This design comes from an exercise in tuning for small area, a short achievable clock period and few clock cycles per item on the open sky130 flow, not from production work.
The RTL was checked by simulation tests, not by an equivalence proof against the original design.
Power figures rest on the tool's default switching activity, not on a simulated workload.

== v42 ==
==> flow/design.v (excerpt) <==
module texel_stream_to_bgra_decoder_core (
    input  logic        aclk,
    input  logic        aresetn,
    input  logic        cfg_wr_en,
    input  logic [2:0]  cfg_addr,
    input  logic [13:0] cfg_wdata,
    input  logic        s_valid,
    output logic        s_ready,
    input  logic [31:0] s_texel_word,
    output logic        m_valid,
    input  logic        m_ready,
    output logic [23:0] m_pixel_index,
    output logic [7:0]  m_blue,
    output logic [7:0]  m_green,
    output logic [7:0]  m_red,
    output logic [7:0]  m_alpha,
    output logic        m_image_end
);
==> flow/config.mk <==
export PLATFORM = sky130hd
export DESIGN_NAME = texel_stream_to_bgra_decoder_core
export DESIGN_NICKNAME = texel_stream_to_bgra_decoder_core
export VERILOG_FILES = /design/flow/design.v
export SDC_FILE = /design/flow/constraint.sdc
export NUM_CORES = 4
export LEC_CHECK = 0
export CAP_MARGIN = 20
export CORE_MARGIN = 2
export CORE_UTILIZATION = 65
export CTS_CLUSTER_DIAMETER = 80
export CTS_CLUSTER_SIZE = 24
export PLACE_DENSITY = 0.75
export SETUP_SLACK_MARGIN = 3.9
export SLEW_MARGIN = 20
==> flow/constraint.sdc <==
create_clock -name core_clock -period 6.5 [get_ports {aclk}]
set_input_delay 1.3000 -clock core_clock [delete_from_list [all_inputs] [get_ports {aclk}]]
set_output_delay 1.3000 -clock core_clock [all_outputs]
set_load 0.01 [all_outputs]
standard.sh (not shown) runs the stock make flow with config.mk's settings and CLKGATE_MAP_FILE= SYNTH_SCRIPT=/design/flow/synth_recipe.tcl, a recipe that flattens the netlist after the stock synthesis.
==> flow/flow/run.sh <==
#!/bin/bash
# Standard layout, with the port buffers inserted as buf_1 cells.
cp standard.sh standard_sh.log
cp config.mk config_mk.log
export BUFFER_PORTS_ARGS="-buffer_cell sky130_fd_sc_hd__buf_1"
bash standard.sh > standard.log 2>&1
The final layout from v42, which completed every stage, passed the timing, DRC and antenna checks at the end of the flow.
Testbench counts of v42, summed over its fixed seeds: cycles 210,454, pixels 165,777.
Here is what was changed in the inputs of v29 compared with v42.
- CTS_CLUSTER_SIZE: 24 -> 30
- CTS_CLUSTER_DIAMETER: 80 -> 100
==> flow/flow/run.sh <==
#!/bin/bash
# Standard layout, with the port buffers inserted as buf_2 cells.
cp standard.sh standard_sh.log
cp config.mk config_mk.log
export BUFFER_PORTS_ARGS="-buffer_cell sky130_fd_sc_hd__buf_2"
bash standard.sh > standard.log 2>&1
==> run notes <==
- As far as number of rows created at floorplan goes, v42 and v29 are indistinguishable; the numbers are identical.
- v42 → v29: post-route total power shows a reduction of about 1.5%; wire length shows an increase of 1.6%.
Setup changes, v29 to v43
- SETUP_SLACK_MARGIN changed from 3.9 to 4.1
- CTS_CLUSTER_SIZE changed from 30 to 24
- CTS_CLUSTER_DIAMETER changed from 100 to 80
==> flow/flow/run.sh <==
#!/bin/bash
# Standard layout, with the port buffers inserted as buf_1 cells.
cp standard.sh standard_sh.log
cp config.mk config_mk.log
export BUFFER_PORTS_ARGS="-buffer_cell sky130_fd_sc_hd__buf_1"
bash standard.sh > standard.log 2>&1
==> run notes <==
v43: done, clean on timing, DRC and antenna. Design area (v43 over v29): increase, about 7%. v29 has lower first-iteration DRC count than v43. Re post-synthesis to final-layout area growth: v43 is 7.7 points up on v29. The number of global-route vias before repair reported for v43 is greater than that of v29 by 373.
Changes in v31 relative to v43:
- a change of CTS_CLUSTER_SIZE from 24 to 20
- a change of CTS_CLUSTER_DIAMETER from 80 to 60
- a change of SETUP_SLACK_MARGIN from 4.1 to 3.8
==> flow/flow/run.sh <==
#!/bin/bash
# Standard layout, with the port buffers inserted as buf_2 cells.
cp standard.sh standard_sh.log
cp config.mk config_mk.log
export BUFFER_PORTS_ARGS="-buffer_cell sky130_fd_sc_hd__buf_2"
bash standard.sh > standard.log 2>&1
[summary]
- Looking at area added between synthesis and finish, v31 sits below v43.
- Against v43, the final cell area of v31 is lower.
- Number of setup buffers added after CTS ends up lower on v31.
- Fraction of power consumed by sequential logic: higher on v31
- The estimated power of v31 ends up lower than the estimate for v43.
[inputs] v3 vs v31
- swapping 3.8 for 3.9 in SETUP_SLACK_MARGIN
- swapping 20 for 24 in CTS_CLUSTER_SIZE
- swapping 65 for 75 in CORE_UTILIZATION
- swapping 0.75 for 0.85 in PLACE_DENSITY
- swapping 60 for 80 in CTS_CLUSTER_DIAMETER
Results
met2 global-route usage for v3: 15 points up relative to v31. Re wire length: v31 and v3 aren't equal, and the lower value belongs to v31. Relative to v31, the average detailed-routed wire length per instance of v3 is higher by about 15%. v3 ends up with a average via count per standard cell that is 11% higher than in v31. Flop and latch count out of synthesis: v31 vs v3 identical. Cells: v3 has fewer instances than v31. Compared with v31, in v3 relative area of non-clock buffer cells in the final design up 0.67 points, top-level port count flat, width of the die now smaller, design area higher. v3 does worse than v31 on time the final worst path needs with I/O delays and setup.
#### Input delta (v17 over v3)
- a change of SETUP_SLACK_MARGIN from 3.9 to 3.7
- a change of PLACE_DENSITY from 0.85 to 0.75
- a change of CORE_UTILIZATION from 75 to 65
==> flow/flow/run.sh <==
#!/bin/bash
# Standard layout, with the port buffers inserted as buf_1 cells.
cp standard.sh standard_sh.log
cp config.mk config_mk.log
export BUFFER_PORTS_ARGS="-buffer_cell sky130_fd_sc_hd__buf_1"
bash standard.sh > standard.log 2>&1
[summary]
Compared with v3, v17 instantiates a larger number of standard cells. Sort v17 and v3 by clock share of power desc -> top: v17. Lower clock skew goes to v17 over v3. Post-CTS setup-driven buffer insertion count on v17 is down relative to v3. Multi-input gate share of total cell area across v17 and v3: no real change. Master of the slowest instance on the critical path: sky130_fd_sc_hd__a32o_1 -> v3, sky130_fd_sc_hd__buf_4 -> v17.

[afterwards: timing with drivers on the ports]
No port has a modelled driver above. Below, the same layouts with a new extraction and two added sets of constraints. Step 1 assumes that a clkbuf_16 drives the clock port and a buf_2 every other input. Step 2, shift: input delay + t, output delay - t, t = (earliest + latest rising clock arrival at the registers) / 2. This alone moves slack from input paths to output paths. Slacks: ideal ports / drivers / drivers and shift; pairs: ideal ports / drivers.
run | t, ns | slack for setup (ns) | worst hold slack (ns) | slew at the worst register clock pin (ns) | pins driven straight from the clock port
v42 | 0.510 | 3.907 / 3.912 / 3.402 | 0.452 / 0.452 / 0.452 | 0.10 / 0.10 | 1
v29 | 0.506 | 3.943 / 3.955 / 3.452 | 0.462 / 0.462 / 0.462 | 0.12 / 0.12 | 1
v43 | 0.518 | 3.985 / 3.985 / 3.511 | 0.469 / 0.469 / 0.469 | 0.10 / 0.10 | 1
v31 | 0.524 | 3.860 / 3.862 / 3.353 | 0.458 / 0.458 / 0.458 | 0.08 / 0.08 | 1
v3 | 0.500 | 3.827 / 3.835 / 3.335 | 0.462 / 0.462 / 0.462 | 0.10 / 0.10 | 1
v17 | 0.510 | 3.792 / 3.813 / 3.303 | 0.448 / 0.448 / 0.448 | 0.09 / 0.09 | 1
After both steps setup and hold are still met in every run listed. For v31, which loses most, drivers alone change the setup slack by +0.002 ns; drivers and shift together by -0.507 ns.
